From an optimization exercise on the open Yosys and OpenROAD flow, aimed at small area, a short achievable clock period and few clock cycles; shortcuts taken in it are not production practice.
Only the layout flow was run in this run; the RTL was not checked for function there.
Power and IR drop assume default switching activity.

<file path="flow/run.sh">
#!/bin/bash
# synth_recipe.tcl (not shown) runs the flow's synth.tcl, then flattens the netlist and writes it again
# the make line also repeats each setting of config.mk as NAME=value (left out here)
make -C /OpenROAD-flow-scripts/flow DESIGN_CONFIG=/design/flow/config.mk WORK_HOME=/design/flow/orfs CLKGATE_MAP_FILE= SYNTH_SCRIPT=/design/flow/synth_recipe.tcl finish
</file>
<file path="flow/config.mk">
export PLATFORM = sky130hd
export DESIGN_NAME = cpu_top
export DESIGN_NICKNAME = cpu_top
export VERILOG_FILES = /design/flow/design.v
export SDC_FILE = /design/flow/constraint.sdc
export NUM_CORES = 4
export LEC_CHECK = 0
export ABC_CLOCK_PERIOD_IN_PS = 3500
export CAP_MARGIN = 40
export CELL_PAD_IN_SITES_DETAIL_PLACEMENT = 1
export CELL_PAD_IN_SITES_GLOBAL_PLACEMENT = 2
export CORE_MARGIN = 2
export CORE_UTILIZATION = 25
export PLACE_DENSITY = 0.5
export SETUP_SLACK_MARGIN = 5
export SLEW_MARGIN = 20
</file>
<file path="flow/constraint.sdc">
create_clock -name core_clock -period 10.0 [get_ports {CLK}]
set_input_delay 2.0000 -clock core_clock [delete_from_list [all_inputs] [get_ports {CLK}]]
set_output_delay 2.0000 -clock core_clock [all_outputs]
set_load 0.01 [all_outputs]
</file>
<file path="flow/design.v">
`default_nettype none
module register_file (
	input logic CLK,
	input logic nRST,
	input logic wen,
	input logic [4:0] wsel,
	input logic [31:0] wdat,
	input logic [31:1] rsel1,
	input logic [31:1] rsel2,
	output logic [31:0] rdat1,
	output logic [31:0] rdat2
);
	logic [31:0] regs [1:31];
	logic [31:1] vld;
	always_ff @(posedge CLK) begin
		for (int i = 1; i < 32; i++) begin
			if (wen && (wsel == 5'(i))) begin
				regs[i] <= wdat;
			end
		end
	end
	always_ff @(posedge CLK, negedge nRST) begin
		if (!nRST) begin
			vld <= '0;
		end else begin
			for (int i = 1; i < 32; i++) begin
				if (wen && (wsel == 5'(i))) begin
					vld[i] <= 1'b1;
				end
			end
		end
	end
	logic [31:1] sel1, sel2;
	always_comb begin
		sel1 = rsel1 & vld;
		sel2 = rsel2 & vld;
		rdat1 = '0;
		rdat2 = '0;
		for (int i = 1; i < 32; i++) begin
			rdat1 = rdat1 | (regs[i] & {32{sel1[i]}});
			rdat2 = rdat2 | (regs[i] & {32{sel2[i]}});
		end
	end
endmodule
`default_nettype wire
`default_nettype none
module cpu_top (
	input logic CLK,
	input logic nRST,
	output logic mem_ren,
	output logic mem_wen,
	output logic [31:0] mem_addr,
	output logic [31:0] mem_store,
	input logic [31:0] mem_load,
	input logic mem_ready,
	output logic halt
);
	localparam logic [5:0] OP_RTYPE = 6'h00;
	localparam logic [5:0] OP_BEQ = 6'h04;
	localparam logic [5:0] OP_ADDIU = 6'h09;
	localparam logic [5:0] OP_LW = 6'h23;
	localparam logic [5:0] OP_SW = 6'h2b;
	localparam logic [5:0] OP_HALT = 6'h3f;
	localparam logic [5:0] FN_ADDU = 6'h21;
	localparam logic [5:0] FN_SUBU = 6'h23;
	localparam logic [5:0] FN_AND = 6'h24;
	localparam logic [5:0] FN_OR = 6'h25;
	localparam logic [5:0] FN_SLT = 6'h2a;
	logic rq_ren, rq_wen;
	logic rq_dat;              
	logic [31:0] maddr;
	logic [31:2] fnext;        
	logic squash;              
	logic halt_q;
	logic [31:0] ir;
	logic ir_valid;
	logic [31:1] rs_oh, rt_oh;
	logic ir_halt;
	logic dpend;               
	logic dwe;
	logic [31:0] daddr, sdata;
	logic [4:0] ldst;
	logic [5:0] op, fn;
	logic [4:0] rs, rt, rd;
	logic [31:0] immx;
	logic is_r, r_ok, is_addiu, is_lw, is_sw, is_beq, is_halt, is_mem;
	assign op = ir[31:26];
	assign fn = ir[5:0];
	assign rs = ir[25:21];
	assign rt = ir[20:16];
	assign rd = ir[15:11];
	assign immx = {{16{ir[15]}}, ir[15:0]};
	assign is_r = (op == OP_RTYPE);
	assign r_ok = is_r && ((fn == FN_ADDU) || (fn == FN_SUBU) || (fn == FN_AND)
		|| (fn == FN_OR) || (fn == FN_SLT));
	assign is_addiu = (op == OP_ADDIU);
	assign is_lw = (op == OP_LW);
	assign is_sw = (op == OP_SW);
	assign is_beq = (op == OP_BEQ);
	assign is_halt = (op == OP_HALT);
	assign is_mem = is_lw || is_sw;
	logic x_ok, x_squash, x_mem;
	logic [31:0] ra, rb, bop, bx, sum, result;
	logic [32:0] sum_c;
	logic sub, slt, eq;
	logic rf_wen;
	logic [4:0] rf_wsel;
	logic [31:0] rf_wdat;
	assign x_ok = ir_valid && !rq_dat && !dpend && !halt_q;
	assign x_mem = x_ok && is_mem;
	logic wb_v;
	logic [4:0] wb_sel;
	logic [31:0] wb_dat, rf_a, rf_b;
	register_file u_rf (
		.CLK(CLK), .nRST(nRST), .wen(wb_v), .wsel(wb_sel), .wdat(wb_dat),
		.rsel1(rs_oh), .rsel2(rt_oh), .rdat1(rf_a), .rdat2(rf_b)
	);
	assign ra = (wb_v && (wb_sel == rs)) ? wb_dat : rf_a;
	assign rb = (wb_v && (wb_sel == rt)) ? wb_dat : rf_b;
	assign sub = is_r && ((fn == FN_SUBU) || (fn == FN_SLT));
	assign bop = is_r ? rb : immx;
	assign bx = bop ^ {32{sub}};
	assign sum_c = {ra, 1'b1} + {bx, sub};
	assign sum = sum_c[32:1];
	assign slt = (ra[31] != rb[31]) ? ra[31] : sum[31];
	assign eq = (ra == rb);
	always_comb begin
		case (fn)
			FN_AND: result = ra & rb;
			FN_OR: result = ra | rb;
			FN_SLT: result = {31'b0, slt};
			default: result = sum;
		endcase
		if (!is_r) result = sum;
	end
	assign x_squash = x_ok && is_beq && (rs != rt) && eq;
	always_comb begin
		if (rq_dat) begin
			rf_wen = !dwe && mem_ready && (ldst != '0);
			rf_wsel = ldst;
			rf_wdat = mem_load;
		end else begin
			rf_wsel = is_r ? rd : rt;
			rf_wen = x_ok && (r_ok || is_addiu) && (rf_wsel != '0);
			rf_wdat = result;
		end
	end
	logic f_done, d_done, sq_now, uncond, ld_halt, dnext, dnext_we;
	logic [29:0] fa_seq, fa_ld, fa_br, fa_next;
	logic [31:0] dnext_addr;
	assign f_done = rq_ren && !rq_dat && mem_ready;
	assign d_done = rq_dat && mem_ready;
	assign sq_now = squash || x_squash;
	assign uncond = (mem_load[31:26] == OP_BEQ) && (mem_load[25:21] == mem_load[20:16]);
	assign ld_halt = (mem_load[31:26] == OP_HALT);
	assign fa_seq = maddr[31:2] + 30'd1;
	assign fa_ld = maddr[31:2] + {{14{mem_load[15]}}, mem_load[15:0]} + 30'd1;
	assign fa_br = maddr[31:2] + {{14{ir[15]}}, ir[15:0]};
	assign fa_next = uncond ? fa_ld : fa_seq;
	assign dnext = dpend || x_mem;
	assign dnext_we = x_mem ? is_sw : dwe;
	assign dnext_addr = x_mem ? sum : daddr;
	assign mem_ren = rq_ren;
	assign mem_wen = rq_wen;
	assign mem_addr = maddr;
	assign mem_store = sdata;
	assign halt = halt_q;
	always_ff @(posedge CLK, negedge nRST) begin
		if (!nRST) begin
			rq_ren <= 1'b1;
			rq_wen <= 1'b0;
			rq_dat <= 1'b0;
			maddr <= '0;
			squash <= 1'b0;
			halt_q <= 1'b0;
			ir_valid <= 1'b0;
			dpend <= 1'b0;
		end else begin
			if (x_ok) begin
				ir_valid <= 1'b0;
			end
			if (f_done) begin
				squash <= 1'b0;
				if (sq_now) begin
					maddr <= {fa_br, 2'b00};
				end else begin
					ir_valid <= 1'b1;
					if (dnext) begin
						rq_ren <= !dnext_we;
						rq_wen <= dnext_we;
						rq_dat <= 1'b1;
						maddr <= dnext_addr;
						dpend <= 1'b0;
					end else begin
						rq_ren <= !ld_halt;
						halt_q <= ld_halt;
						maddr <= {fa_next, 2'b00};
					end
				end
			end else if (rq_ren && !rq_dat) begin
				squash <= sq_now;
				dpend <= dnext;
			end
			if (d_done) begin
				rq_ren <= !ir_halt;
				rq_wen <= 1'b0;
				rq_dat <= 1'b0;
				halt_q <= ir_halt;
				maddr <= {fnext, 2'b00};
			end
		end
	end
	always_ff @(posedge CLK, negedge nRST) begin
		if (!nRST) begin
			wb_v <= 1'b0;
		end else begin
			wb_v <= rf_wen;
		end
	end
	always_ff @(posedge CLK) begin
		wb_sel <= rf_wsel;
		wb_dat <= rf_wdat;
		if (f_done) begin
			ir <= mem_load;
			ir_halt <= ld_halt;
			fnext <= fa_next;
			for (int i = 1; i < 32; i++) begin
				rs_oh[i] <= (mem_load[25:21] == 5'(i));
				rt_oh[i] <= (mem_load[20:16] == 5'(i));
			end
		end
		if (x_mem) begin
			daddr <= sum;
			sdata <= rb;
			dwe <= is_sw;
			ldst <= rt;
		end
	end
endmodule
`default_nettype wire
</file>
==> run summary <==
[Yosys cell counts (73+ instances only)]
cell         n
xnor2_1     99
nand3_1    263
a221oi_1   209
and2_1      73
edfxtp_1  1154
nand4_1    163
ha_1       154
nor3_1     141
nor2_1     202
clkbuf_1   227
nand2_1    195
inv_1      147
a22o_1     198
a22oi_1    456
o21ai_0    130
a21oi_1    160
[tightest hold or removal path, cell delays in order (launching register included)]
cell     delay, ns
dfxtp_1       0.31
nand2_1       0.05
nand2_1       0.04
[flip-flops by register name, summed over array words and instances (netlist names), 5 cells and up]
signal,cells
daddr,32
fnext,30
ir,32
ldst,5
maddr,32
rs_oh,31
rt_oh,31
sdata,32
u_rf.regs,992
u_rf.vld,31
wb_dat,32
wb_sel,5
[through the flow]
| step | util | worst slack, ns | hold WS [ns] | total power, mW | std cells |
|---|---|---|---|---|---|
| finish | 0.327 | 4.90 | 0.439 | 28.4 | 8759 |
| global route | 0.327 | 4.81 | 0.461 | 29.4 | 8753 |
| CTS | 0.316 | 4.98 | 0.441 | 26.8 | 8608 |
| detailed placement | 0.279 | 3.17 | 0.434 | 19.1 | 8131 |
| global placement | 0.276 | 2.66 | 0.426 | 19.0 | 8091 |
| floorplan | - | 5.03 | 0.408 | 13.7 | 4868 |
[cell families after synthesis]
logic type	count (synthesis)
XOR/XNOR	152
multiplexers	54
AO/OA/AOI/OAI	1529
flip-flops	1295
AND/OR/NAND/NOR	1226
buffers and inverters	456
adder cells (fa/ha/maj)	156
[what timing repair did]
item | CTS | global route
hold endpoints to repair | 0 | 0
setup endpoints to repair | 106 | 69
cloned | 6 | 10
resized for setup | 509 | 274
pin swaps | 113 | 208
setup buffers | 180 | 127
[layer usage]
metal  routed length (µm)  vias to the layer above  part of all wire  track usage
met5                   11                        -          0.000030            0
met4                18600                        2             0.051        0.119
met3                36500                      840             0.099       0.0564
met2               157000                     3589              0.43        0.419
met1               155000                    28100              0.42        0.392
li1                     -                    20900                 -            -
[layout make-up]
type                    instances  area, µm²  area share
flip-flops and latches       1295      37900       0.475
multi-input cells            3119      24500       0.307
repair buffers                691       7570      0.0950
clock buffers                 196       4210      0.0529
well taps                    3202       4010      0.0503
clock inverters                95        965      0.0121
inverters                     152        578     0.00726
diodes                          9       22.5    0.000283
[power by group through the flow]
stage / clock network [mW] / registers, mW / logic [mW]
2_1_floorplan: 0 / 7.74 / 6.01
3_3_place_gp: 0 / 7.66 / 11.3
3_5_place_dp: 0 / 7.63 / 11.5
4_1_cts: 5.96 / 7.52 / 13.4
5_1_grt: 6.15 / 7.58 / 15.6
6_report: 5.90 / 7.53 / 15.0
[layout by cell type, fill, tap and decap left out, types with 89 or more instances in the layout]
cell and count:
edfxtp_1 1154, a22oi_1 450, buf_4 397, nand3_1 257
a22o_1 198, nand2_1 184, nor2_1 172, clkbuf_16 172
nand4_1 163, a221oi_1 149, inv_1 143, ha_1 125
a21oi_1 122, o21ai_0 92, clkdlybuf4s50_1 92, nor3_1 89
[how the worst max path moves through the flow]
stage	start	slack [ns]	to	cells after the start
after floorplan	halt_q	5.03	maddr[16]	8
after global placement	mem_load[29]	2.66	maddr[30]	13
after detailed placement	mem_load[29]	3.17	maddr[30]	13
after CTS	u_rf.vld[28]	4.98	wb_dat[0]	22
after global routing	u_rf.vld[24]	4.81	wb_dat[28]	24
final	rs_oh[2]	4.90	wb_dat[0]	20
==> summary.md <==
| Metric | Value |
|---|---|
| Number of vias per cell | `roughly 6` |
| Total GRT Usage | `0.280` |
| Max clock buf depth | `3` |
| Clock sinks | `1295` |
| Slew margin rel. | `0.358` |
| Later-pin clock latency in the skew report | `0.85 ns` |
| Post-synth top area share | `0.566` |
| MaxCap Viol Count | `0` |
| Clock Skew | `roughly 0.052 ns` |
| Synth async-reset ratio | `0.0548` |
| Largest family of logic cells by synthesized area | `compound AO/OA/AOI/OAI gates` |
| Die W | `about 500 µm` |
| Ranking of synthesized cells by area | `edfxtp_1 57%, a22oi_1 5.6%, ha_1 3.1%` |
| Worst path required time | `10.73 ns` |
| Largest net degree at the start of global routing | `102` |
| Register area share after synthesis | `0.618` |
| RSZ-0062 raised after global routing | `yes` |
| Worst-path cell chain | `and2_4 -> buf_16 -> bufbuf_16 -> buf_4 -> a22oi_2 -> nand3_1 -> nor3_2 -> nand4_1 -> o21a_1 -> ha_4 -> a21o_1 -> a21o_1 -> a21oi_2 -> o21a_1 -> inv_1 -> nor4b_4 -> a2111oi_4 -> buf_4 -> o311a_4 -> a221oi_2` |
| Synth Area in Adders | `0.0321` |
| Post-synthesis simple-gate area fraction | `0.102` |
| Post-DP HPWL | `228000 µm` |
| Net Sw Power | `12.3 mW` |
| Crit path max fanout | `6` |
| Post-route ant nets | `0` |
| 1st-iter DRT viols | `8258` |
| Pwr Density | `356 nW/µm²` |
| Root buffer cell | `clkbuf_16` |
| Post-Route WL | `367000 µm` |
| Total CTS buffers | `156` |
| Xor/xnor cell area share of the yosys netlist | `0.0219` |
| WP data arrival | `5.83 ns` |
| Syn_nets | `5059` |
| Area leader, netlist | `edfxtp_1` |
| Global-route wire length before repair | `between 400000 and 500000 µm` |
| Worst hold-check path type | `reg -> reg` |
| Avg Inst Size Synth | `12.6 µm²` |
| CTS H-tree lvls | `4` |
| Status | `finished clean` |
| Top FF cell, synth | `edfxtp_1` |
| Hold Crit Endpoint | `daddr[5]` |
| Area of the mapped netlist | `61300 µm²` |
| First-pass iteration count of the detailed router | `9` |
| Global placement routability congestion | `0.858` |
| Hold_sp | `daddr[5]` |
| Proportion of layout cells with a drive suffix above 1 | `0.243` |
| Worst Setup Start Kind | `flop` |
| Post-DP Area | `67900 µm²` |
| Row count | `181` |
| CTS tree | `yes` |
| R2r endpoint | `wb_dat[0]` |
| Slew Viols, Final | `0` |
| Mux cell area share after synthesis | `0.00899` |
| CP endpoint kind | `flop` |
| I/O pin count | `102` |
| Clock network fraction of total power | `0.208` |
| Port Buffers | `101` |
| Ys Warns | `3` |
| Maximum VDD drop | `0.193 mV` |
| Die area | `approximately 250000 µm²` |
| Drt wl/cell | `41.9 µm` |
| Initial Util | `0.252` |
| Total Nets Final | `~5600` |
| Final setup TNS | `0 ns` |
| Worst r2r path cells | `20` |
| Fillers | `25700` |
| Achievable frequency | `196 MHz` |
| Post-synth EDFFs | `1154` |
| # hold bufs at CTS | `0` |
| Hold path depth | `2` |
| Slowest stage delay, CP | `between 0.4 and 0.5 ns` |
| Core footprint | `about 240000 µm²` |
| Final Cell Area | `79700 µm²` |
| Die H | `499 µm` |
| Syn Inst Count | `just under 5000` |
| Total grt overflow | `0` |
| Vias | `53300` |
| Compound-Gate Fraction of Synth Area | `0.189` |
| WP buf/inv | `5` |
| R2R Path Start | `rs_oh[2]` |
| Comb pwr share | `0.527` |
| Vias in the first global route | `51500` |
| Setup violators final | `0` |
| Hold Vio Cnt, Final | `0` |
| Switching Share | `0.432` |
| Top delay family on crit path | `compound AO/OA/AOI/OAI gates` |
| DRC Markers | `0` |
| Seq cells post-synth | `1295` |
| Number of distinct library cells after synthesis | `93` |
| Final min period | `5.10 ns` |
| Initial antenna violation count | `23` |
| Leak | `27.3 nW` |
| Worst R2R Setup Slack | `approximately 4.9 ns` |
| Fin crit share | `0.510` |
| Slowest-stage cell, CP | `edfxtp_1` |
| Crit path kind | `reg -> reg` |
| Clk pin slew, worst setup/hold paths | `about 0.060 ns` |
| Layout area overhead | `30.0%` |
| Measured slew at the worst slew-check pin | `0.963 ns` |
| P_int | `16.1 mW` |
| Sequential power share | `0.265` |

what the ideal ports hide:
The flow's constraints put no driver on any port. The routed layout listed below was extracted and timed again, unchanged, in two steps.
Step 1 (the two cells are an assumption about what drives the block):
set clk [get_ports {CLK}]
set_driving_cell -lib_cell sky130_fd_sc_hd__clkbuf_16 $clk
set_driving_cell -lib_cell sky130_fd_sc_hd__buf_2 [delete_from_list [all_inputs] $clk]
Step 2 also shifts input and output timing later by t, the mid clock arrival at the registers, as if the neighbouring blocks saw the same clock.
Three values: no drivers, after step 1, after step 2; two values: the first two.
shift t [ns]: 0.924
setup slack, ns: 4.904 / 4.904 / 4.272
worst setup path after step 2: input to register
After both steps this run still meets setup and hold. For this run, drivers alone change the setup slack by 0.000 ns; drivers and shift together by -0.632 ns.
